What follows belongs to an exercise in optimizing a design on an open flow for small area; a production flow would make more cautious choices.
Function was checked by simulation only, so behaviour that the tests miss may differ from the original.
Power figures rest on the tool's default switching activity, not on a simulated workload. The clock port is modelled as an ideal driver; clocking choices that lean on that would not hold on a real chip.

==> design/flow/design.v <==
`timescale 1ns/10ps
module serial_bus_slaves (
	input  logic        clk,
	input  logic        reset,
	input  logic        master_valid,
	input  logic [1:0]  bank_sel,
	input  logic        read_en,
	input  logic        write_en,
	input  logic [12:0] burst,
	input  logic        rx_address,
	input  logic        rx_data,
	output logic        slave_ready,
	output logic        tx_valid,
	output logic        tx_data
);
	logic        busy;     
	logic        cont;     
	logic [3:0]  cnt;      
	logic        done;     
	logic        rd_q;
	logic        wr_q;
	logic [1:0]  bank;
	logic [11:0] rem;      
	logic [5:0]  addr;     
	logic [7:0]  data;     
	logic        hs;
	logic        beat_end;
	assign slave_ready = !busy;
	assign hs = master_valid && !busy;
	assign beat_end = busy && (cnt == (cont ? 4'd8 : 4'd12));
	always_ff @(posedge clk or posedge reset)
	begin
		if (reset)
		begin
			busy <= 1'b0;
			cont <= 1'b0;
			cnt  <= 4'd0;
			done <= 1'b0;
		end
		else
		begin
			done <= beat_end;
			if (hs)
			begin
				busy <= 1'b1;
				cnt  <= 4'd1;
			end
			else if (beat_end)
			begin
				busy <= 1'b0;
				cnt  <= 4'd0;
				cont <= (rem != 12'd0);
			end
			else if (busy)
				cnt <= cnt + 4'd1;
		end
	end
	always_ff @(posedge clk)
	begin
		if (hs && !cont)
		begin
			rd_q <= read_en;
			wr_q <= write_en;
			bank <= bank_sel;
			rem  <= burst[0] ? burst[12:1] : 12'd0;
		end
		else if (hs)
			rem <= rem - 12'd1;
	end
	always_ff @(posedge clk)
	begin
		if (hs && cont)
			addr <= addr + 6'd1;
		else if ((hs && !cont) || (busy && !cont && (cnt < 4'd6)))
			addr <= {rx_address, addr[5:1]};
	end
	always_ff @(posedge clk)
	begin
		if (hs || (busy && (cnt < 4'd8)))
			data <= {rx_data, data[7:1]};
	end
	logic [5:0]  ph;       
	logic [1:0]  wb_bank;
	logic [5:0]  ws;       
	logic [7:0]  wb_data;
	logic [5:0]  rs;       
	logic [3:0][63:0][7:0] ring;
	logic [3:0][7:0][7:0] tap;   
	logic [3:0][7:0][7:0] tapt;  
	logic [7:0]  cap;      
	always_ff @(posedge clk)
		ph <= ph + 6'd1;
	assign rs = addr + ph;
	always_ff @(posedge clk)
	begin
		if (done && wr_q)
		begin
			wb_bank <= bank;
			ws      <= rs + 6'd1;
			wb_data <= data;
		end
		else
			ws <= ws + 6'd1;
	end
	always_comb
	begin
		for (int b = 0; b < 4; b++)
			for (int j = 0; j < 8; j++)
			begin
				tapt[b][j] = ((wb_bank == 2'(b)) && (ws == 6'(8 * j)))
					? wb_data
					: (ring[b][(8 * j + 63) % 64] ^ {8{((j + 7) % 2) == 1}});
				tap[b][j] = tapt[b][j] ^ {8{(j % 2) == 1}};
			end
	end
	always_ff @(posedge clk)
	begin
		for (int b = 0; b < 4; b++)
			for (int q = 0; q < 64; q++)
				if (q % 8 == 0)
					ring[b][q] <= tap[b][q / 8];
				else
					ring[b][q] <= ring[b][q - 1];
	end
	always_ff @(posedge clk)
	begin
		if (rs[2:0] == 3'd0)
			cap <= tapt[bank][rs[5:3]];
	end
	logic       rv;
	logic [8:0] sr;
	assign tx_valid = (sr[8:1] != 8'd0);
	assign tx_data  = sr[0];
	always_ff @(posedge clk or posedge reset)
	begin
		if (reset)
		begin
			rv      <= 1'b0;
			sr[8:1] <= 8'd0;
		end
		else
		begin
			rv      <= done && rd_q;
			sr[8:1] <= rv ? {1'b1, cap[7:1]} : {1'b0, sr[8:2]};
		end
	end
	always_ff @(posedge clk)
		sr[0] <= rv ? cap[0] : sr[1];
endmodule
==> design/flow/flow/run.sh <==
#!/bin/bash
# Standard synthesis, then its combinational logic re-mapped for area (the
# registers are kept as they are), then the standard layout with two changes:
# port buffers are the smallest buffer, and CTS clusters up to 34 sinks within
# 80 um and adds no dummy loads.  Each tool's output goes to a log of its own
# here: synth.log, remap.log and layout.log (ORFS also keeps each step's log
# under orfs/logs).
set -euo pipefail
here=$(pwd)
flow=$here/flow
res=$here/orfs/results/$FLOW_PLATFORM/serial_bus_slaves/base
bash standard.sh synth > synth.log 2>&1
cp $res/1_2_yosys.v $here/standard_synth.v
REMAP_LIB=$FLOW_HOME/platforms/$FLOW_PLATFORM/lib/sky130_fd_sc_hd__tt_025C_1v80.lib \
REMAP_IN=$here/standard_synth.v REMAP_OUT=$res/1_2_yosys.v REMAP_TOP=$FLOW_TOP \
REMAP_SCRIPT=$flow/remap.abc REMAP_STAT=$here/remap_stat.txt \
REMAP_DONT_USE="$(cat $flow/dont_use.txt)" \
	yosys -c $flow/remap.tcl > remap.log 2>&1
rm -f $res/1_synth.odb $res/1_synth.sdc
bash standard.sh \
	"BUFFER_PORTS_ARGS=-buffer_cell sky130_fd_sc_hd__buf_1" \
	"CTS_ARGS=-sink_clustering_enable -repair_clock_nets -sink_clustering_size 34 -sink_clustering_max_diameter 80 -dont_use_dummy_load" \
	finish > layout.log 2>&1
==> design/flow/flow/dont_use.txt <==
sky130_fd_sc_hd__probe_p_8 sky130_fd_sc_hd__probec_p_8 sky130_fd_sc_hd__lpflow_bleeder_1 sky130_fd_sc_hd__lpflow_clkbufkapwr_1 sky130_fd_sc_hd__lpflow_clkbufkapwr_16 sky130_fd_sc_hd__lpflow_clkbufkapwr_2 sky130_fd_sc_hd__lpflow_clkbufkapwr_4 sky130_fd_sc_hd__lpflow_clkbufkapwr_8 sky130_fd_sc_hd__lpflow_clkinvkapwr_1 sky130_fd_sc_hd__lpflow_clkinvkapwr_16 sky130_fd_sc_hd__lpflow_clkinvkapwr_2 sky130_fd_sc_hd__lpflow_clkinvkapwr_4 sky130_fd_sc_hd__lpflow_clkinvkapwr_8 sky130_fd_sc_hd__lpflow_decapkapwr_12 sky130_fd_sc_hd__lpflow_decapkapwr_3 sky130_fd_sc_hd__lpflow_decapkapwr_4 sky130_fd_sc_hd__lpflow_decapkapwr_6 sky130_fd_sc_hd__lpflow_decapkapwr_8 sky130_fd_sc_hd__lpflow_inputiso0n_1 sky130_fd_sc_hd__lpflow_inputiso0p_1 sky130_fd_sc_hd__lpflow_inputiso1n_1 sky130_fd_sc_hd__lpflow_inputiso1p_1 sky130_fd_sc_hd__lpflow_inputisolatch_1 sky130_fd_sc_hd__lpflow_isobufsrc_1 sky130_fd_sc_hd__lpflow_isobufsrc_16 sky130_fd_sc_hd__lpflow_isobufsrc_2 sky130_fd_sc_hd__lpflow_isobufsrc_4 sky130_fd_sc_hd__lpflow_isobufsrc_8 sky130_fd_sc_hd__lpflow_isobufsrckapwr_16 sky130_fd_sc_hd__lpflow_lsbuf_lh_hl_isowell_tap_1 sky130_fd_sc_hd__lpflow_lsbuf_lh_hl_isowell_tap_2 sky130_fd_sc_hd__lpflow_lsbuf_lh_hl_isowell_tap_4 sky130_fd_sc_hd__lpflow_lsbuf_lh_isowell_4 sky130_fd_sc_hd__lpflow_lsbuf_lh_isowell_tap_1 sky130_fd_sc_hd__lpflow_lsbuf_lh_isowell_tap_2 sky130_fd_sc_hd__lpflow_lsbuf_lh_isowell_tap_4 
==> design/flow/flow/remap.abc <==
strash
&get -n
&st
&syn3
&dch -f
&nf -R 1000
&put
==> design/flow/flow/remap.tcl <==
# Re-maps the standard synthesis's combinational logic for area, keeping every
# register instance (name and cell type) as the standard synthesis left it.
# Reads and writes the netlist named by REMAP_IN and REMAP_OUT.
yosys -import
set lib $::env(REMAP_LIB)
read_liberty -ignore_miss_func $lib
# Registers stay as they are: their cells are black boxes here.
setattr -mod -set blackbox 1 sky130_fd_sc_hd__*df* sky130_fd_sc_hd__*dl*
read_verilog $::env(REMAP_IN)
hierarchy -check -top $::env(REMAP_TOP)
flatten
# Back to plain library cells (black boxes with port directions) for mapping.
hierarchy -top $::env(REMAP_TOP)
read_liberty -lib -overwrite $lib
opt_clean -purge
set args [list -script $::env(REMAP_SCRIPT) -liberty $lib]
foreach c $::env(REMAP_DONT_USE) { lappend args -dont_use $c }
abc {*}$args
setundef -zero
splitnets
opt_clean -purge
hilomap -singleton -hicell sky130_fd_sc_hd__conb_1 HI -locell sky130_fd_sc_hd__conb_1 LO
insbuf -buf sky130_fd_sc_hd__buf_4 A X
hierarchy -top $::env(REMAP_TOP)
check -assert
tee -o $::env(REMAP_STAT) stat -liberty $lib
write_verilog -noattr -noexpr -nohex -nodec $::env(REMAP_OUT)
==> design/flow/standard.sh <==
#!/bin/bash
# synth_recipe.tcl (not shown) runs the flow's synth.tcl, then flattens the netlist and writes it again
# the make line also repeats each setting of config.mk as NAME=value (left out here)
make -C /OpenROAD-flow-scripts/flow DESIGN_CONFIG=/design/flow/config.mk WORK_HOME=/design/flow/orfs CLKGATE_MAP_FILE= SYNTH_SCRIPT=/design/flow/synth_recipe.tcl "${@:-finish}"
==> design/flow/config.mk <==
export PLATFORM = sky130hd
export DESIGN_NAME = serial_bus_slaves
export DESIGN_NICKNAME = serial_bus_slaves
export VERILOG_FILES = /design/flow/design.v
export SDC_FILE = /design/flow/constraint.sdc
export NUM_CORES = 4
export LEC_CHECK = 0
export CAP_MARGIN = 20
export CORE_MARGIN = 2
export CORE_UTILIZATION = 40
export CTS_CLUSTER_DIAMETER = 100
export CTS_CLUSTER_SIZE = 30
export SLEW_MARGIN = 20
==> design/flow/constraint.sdc <==
create_clock -name core_clock -period 5.0 [get_ports {clk}]
set_input_delay 1.0000 -clock core_clock [delete_from_list [all_inputs] [get_ports {clk}]]
set_output_delay 1.0000 -clock core_clock [all_outputs]
set_load 0.01 [all_outputs]
==> results.ini, run 1 <==
[status]
status=no timing/DRC/antenna violations

[routing]
antenna_left=0
drcViolationCount=0
viasPerCell=4.40
dr.pass1.iters=5
routedWlPerCell_um=18.6
via_count=21600
drt_iter0_markers=1848
routed_wl_um=91000

[timing]
finClkSkew_ns=0.0730
period_share_pct=92.0
setup_viol_count_final=0
slew_violations=0
tightest_slew_ns=1.10
grt_setup_unrepaired=no
slew_headroom_pct=27.0
setup_tns_ns=0
fin_hold_ws_ns=0.258
fmax_mhz=217
report.final.hold_viol_count=0
finalCriticalPeriod_ns=4.60

[clock_network]
cts-hold-fix-buffers=0
worst_skew_pair.late_latency_ns=0.68
cts_buffers=75
cts.sinks=2125
cts_tree=done
cts-htree-levels=3
clk_pin_slew_ns=0.11
ctsRootBufferMaster=clkbuf_16
clockBufferDepth=3

[global_routing]
grt.total_usage_pct=14.4
antenna_found_initial=5
grt_pass1_vias=19900
grt_overflow_total=0
busiest_layer=met1
use_met3_pct=2.28
grt_pass1_wl_um=132000
grt_max_degree=37
use_met1_pct=22.0
met2_usage_pct=20.9

[min_path]
hold_start=ring[422]
hold_class=reg -> reg
worstHoldPathCells=0
hold-path-endpoint=ring[430]

[place]
gp_congestion=0.871
io_buffers=24
post-dp-hpwl_um=62100

[die]
die_height_um=353
die_w_um=353
pin_count=25
rows=128
initial_utilization_pct=40.1
coreArea_mm2=0.121
die_area_mm2=0.125

[cells_and_area]
layout_commonest_cell=dfxtp_1
n_fill_cell=10900
final_util_pct=43.8
drive_gt1_share_pct=4.29
syn_to_final_growth_pct=9.19
layout.nets=3291
final_cell_mix=dfxtp_1, nand2_1, nor2_1, a21oi_1, o21ai_0

[yosys]
avgSynthCellArea_um2=15.6
syn_area_mm2=0.0487
postSynthCellCount=3118
syn_nets=3140
ys_warn_count=1

[setup_path]
worstReg2RegEnd=cap[3]
cp-startpoint=addr[0]
path_max_fanout=20
critPathLaunchType=flop
crit_required_ns=5.44
critPathKind=reg -> reg
reg2reg_from=addr[0]
cp-end-kind=flop
r2r_cells=13
crit_arrival_ns=5.04
reg2reg_slack_ns=0.40

[flow_run]
drv_cap=0

[power]
p_leak_nw=20.7
p_total_mw=28.1
p_per_area_mw_per_mm2=527
ir_worst_vdd_uv=301

## area by class of cell
| cell class | instances | area (µm²) | area share (%) |
|---|---|---|---|
| multi-input cells | 980 | 5650 | 10.6 |
| clock buffers | 75 | 1880 | 3.53 |
| diodes | 3 | 7.51 | 0.0141 |
| well taps | 1625 | 2030 | 3.82 |
| repair buffers | 74 | 478 | 0.898 |
| inverters | 13 | 48.8 | 0.0917 |
| flip-flops and latches | 2125 | 43100 | 81.0 |
## worst max-delay path, cell delays in order, from the launching register on
cell	delay, ns
edfxtp_1	0.51
nand2_1	0.15
a21oi_1	0.11
maj3_1	0.43
maj3_1	0.41
xnor2_1	0.48
xor2_2	0.37
nor2_2	0.90
nand2_1	0.12
o221ai_1	0.11
a211oi_1	0.09
a211oi_1	0.26
o21ai_0	0.25
o22ai_1	0.19
## timing repair
| action | CTS | global route |
|---|---|---|
| buffers inserted | 0 | 0 |
| hold endpoints to repair | 0 | 0 |
| setup endpoints to repair | 0 | 1 |
| resized for setup | 0 | 1 |
## state kept, by name, summed over array words and instances, names as in the netlist, 6 cells and up
register	flops
addr	6
cap	8
data	8
ph	6
rem	12
ring	2048
sr	9
wb_data	8
ws	6
## routing by layer
metal	routed length, µm	part of all wire [%]
met1	46900	52
met2	37600	41
met3	4330	4.8
met4	2130	2.3
met5	0	0
## power breakdown
part	switching [mW]	internal [mW]	leakage, nW
combinational	1.12	0.510	2.24
sequential	0.508	18.7	17.6
clock	4.53	2.73	0.924
## worst max path at each step
stage             end  slack, ns  cells past startpoint
2_1_floorplan  cap[7]       0.66                     12
3_3_place_gp   cap[6]       0.14                     12
3_5_place_dp   cap[1]       0.26                     12
4_1_cts        cap[1]       0.23                     12
5_1_grt        cap[3]       0.04                     13
6_report       cap[3]       0.40                     13
## through the flow
stage / setup slack [ns] / instance area, µm² / std cells
2_1_floorplan: 0.662 / 48700 / 3118
3_3_place_gp: 0.138 / 51300 / 4817
3_5_place_dp: 0.256 / 51300 / 4817
4_1_cts: 0.226 / 53200 / 4892
5_1_grt: 0.0433 / 53200 / 4892
6_report: 0.401 / 53200 / 4895
==> run 2, diff against run 1 <==
--- a/design/flow/flow/run.sh
+++ b/design/flow/flow/run.sh
@@ -2,7 +2,7 @@
 # Standard synthesis, then its combinational logic re-mapped for area (the
 # registers are kept as they are), then the standard layout with two changes:
 # port buffers are the smallest buffer, and CTS clusters up to 34 sinks within
-# 80 um and adds no dummy loads.  Each tool's output goes to a log of its own
+# 80 um, adds no dummy loads, and uses clkbuf_8 above the leaf level.  Each tool's output goes to a log of its own
 # here: synth.log, remap.log and layout.log (ORFS also keeps each step's log
 # under orfs/logs).
 set -euo pipefail
@@ -19,5 +19,5 @@
 rm -f $res/1_synth.odb $res/1_synth.sdc
 bash standard.sh \
 	"BUFFER_PORTS_ARGS=-buffer_cell sky130_fd_sc_hd__buf_1" \
-	"CTS_ARGS=-sink_clustering_enable -repair_clock_nets -sink_clustering_size 34 -sink_clustering_max_diameter 80 -dont_use_dummy_load" \
+	"CTS_ARGS=-sink_clustering_enable -repair_clock_nets -sink_clustering_size 34 -sink_clustering_max_diameter 80 -dont_use_dummy_load -root_buf sky130_fd_sc_hd__clkbuf_8 -tree_buf sky130_fd_sc_hd__clkbuf_8" \
 	finish > layout.log 2>&1
==> results.ini, run 2 <==
[timing]
tightest_slew_ns=1.09
fin_hold_ws_ns=0.203
setup_tns_ns=0
finClkSkew_ns=0.0798
slew_headroom_pct=26.9
slew_violations=0
finalCriticalPeriod_ns=4.56
report.final.hold_viol_count=0
layout_setup_ws_ns=0.440
grt_setup_unrepaired=no
setup_viol_count_final=0
period_share_pct=91.2
fmax_mhz=219

[setup_path]
cp-end-kind=flop
crit_family=simple AND/OR/NAND/NOR gates
critPathSlowestCell=nor2_2
timing.critical_path.buf_inv=0
reg2reg_from=addr[0]
reg2reg_slack_ns=0.44
crit_arrival_ns=5.12
critPathLaunchType=flop
r2r_cells=13
crit_required_ns=5.56
critPathKind=reg -> reg
worstReg2RegEnd=cap[3]
path_max_fanout=20
path_cells=nand2_1 > a21oi_1 > maj3_1 > maj3_1 > xnor2_1 > xor2_2 > nor2_2 > nand2_1 > o221ai_1 > a211oi_1 > a211oi_1 > o21ai_0 > o22ai_1
cpPeakStageDelay_ns=0.90

[clock_network]
clockBufferDepth=3
cts_buffers=75
clk_pin_slew_ns=0.11
cts_tree=done
postCtsResizedCells=0
cts-htree-levels=3
post_cts_buffers=0
cts-hold-fix-buffers=0
worst_skew_pair.late_latency_ns=0.80
cts.sinks=2125
ctsRootBufferMaster=clkbuf_8

[cells_and_area]
largest_reg_flops=2048
final_cells=4896
largest-register=ring
syn_to_final_growth_pct=8.99
n_fill_cell=10900
top_regs=ring: 2048 flops, rem: 12 flops, sr: 9 flops
final_util_pct=43.7
layout_commonest_cell=dfxtp_1
final_cell_mix=dfxtp_1, nand2_1, nor2_1, a21oi_1, o21ai_0
drive_gt1_share_pct=4.29
layout.nets=3291
final_area_mm2=0.0531

[status]
status=no timing/DRC/antenna violations

[die]
die_w_um=353
pin_count=25
die_area_mm2=0.125
coreArea_mm2=0.121
rows=128
die_height_um=353
initial_utilization_pct=40.1

[place]
dp_slack_ns=0.256
gp_congestion=0.871
io_buffers=24
post-dp-hpwl_um=62100
placed_area_mm2=0.0513
dp_cells=4817

[power]
ir_worst_vdd_uv=300
p_per_area_mw_per_mm2=524
p_total_mw=27.8
p_leak_nw=20.7

[routing]
viasPerCell=4.39
via_count=21500
routed_wl_um=90900
drcViolationCount=0
drt_iter0_markers=1790
dr.pass1.iters=5
antenna_left=0
routedWlPerCell_um=18.6

[global_routing]
grt_overflow_total=0
grt_max_degree=37
grt_pass1_wl_um=132000
grt_pass1_vias=19900
grt.total_usage_pct=14.4
antenna_found_initial=6

[yosys]
ys_warn_count=1
syn_area_mm2=0.0487
postSynthCellCount=3118
syn_nets=3140
avgSynthCellArea_um2=15.6

[flow_run]
drv_cap=0

[min_path]
hold_class=in -> async

==> run 2: worst max path at each step <==
stage / from / end / slack [ns] / cells past startpoint
after floorplan: addr[0] / cap[7] / 0.66 / 12
after global placement: addr[0] / cap[6] / 0.14 / 12
after detailed placement: addr[0] / cap[1] / 0.26 / 12
after CTS: addr[0] / cap[1] / 0.23 / 12
after global routing: addr[0] / cap[3] / 0.06 / 13
final: addr[0] / cap[3] / 0.44 / 13
==> run 2: cell type report <==
cell class	instances	area [µm²]	area share [%]
diodes	4	10.0	0.0189
repair buffers	74	478	0.900
clock buffers	75	1780	3.34
well taps	1625	2030	3.83
flip-flops and latches	2125	43100	81.2
inverters	13	48.8	0.0919
multi-input cells	980	5650	10.6
==> run 2: routing by layer <==
| layer | vias up | part of all wire [%] | GRT usage (%) |
|---|---|---|---|
| met5 | - | 0 | 0 |
| met4 | 0 | 2.4 | 4.32 |
| met3 | 121 | 5.0 | 2.31 |
| met2 | 462 | 41 | 20.9 |
| met1 | 10400 | 51 | 22.0 |
| li1 | 10500 | - | - |
==> run 2: report_power, final <==
| group | total [mW] | internal [mW] | switching, mW |
|---|---|---|---|
| registers | 19.2 | 18.7 | 0.507 |
| logic | 1.63 | 0.510 | 1.12 |
| clock network | 7.05 | 2.54 | 4.51 |
| total | 27.8 | 21.7 | 6.13 |

separate check: timing with driven ports:
In the flow no input, the clock included, has a driving cell. The finished layouts below were timed again as built, in two steps. Step 1, drivers: a clkbuf_16 drives clk and a buf_2 each remaining input, both assumed. Step 2 moves the port delays by t, midway between the first and last clock arrival at a register: inputs arrive t later, outputs are due t later. That takes back most of the time a late clock gives input paths. Three values: ideal ports, drivers, drivers and shift; two values: the first two.
| run | t (ns) | slack for setup (ns) | clock arrival spread, ns |
|---|---|---|---|
| run 1 | 0.713 | 0.401 / 0.401 / 0.401 | 0.073 / 0.074 |
| run 2 | 0.839 | 0.440 / 0.440 / 0.440 | 0.080 / 0.080 |
After both steps every run listed still meets setup and hold.
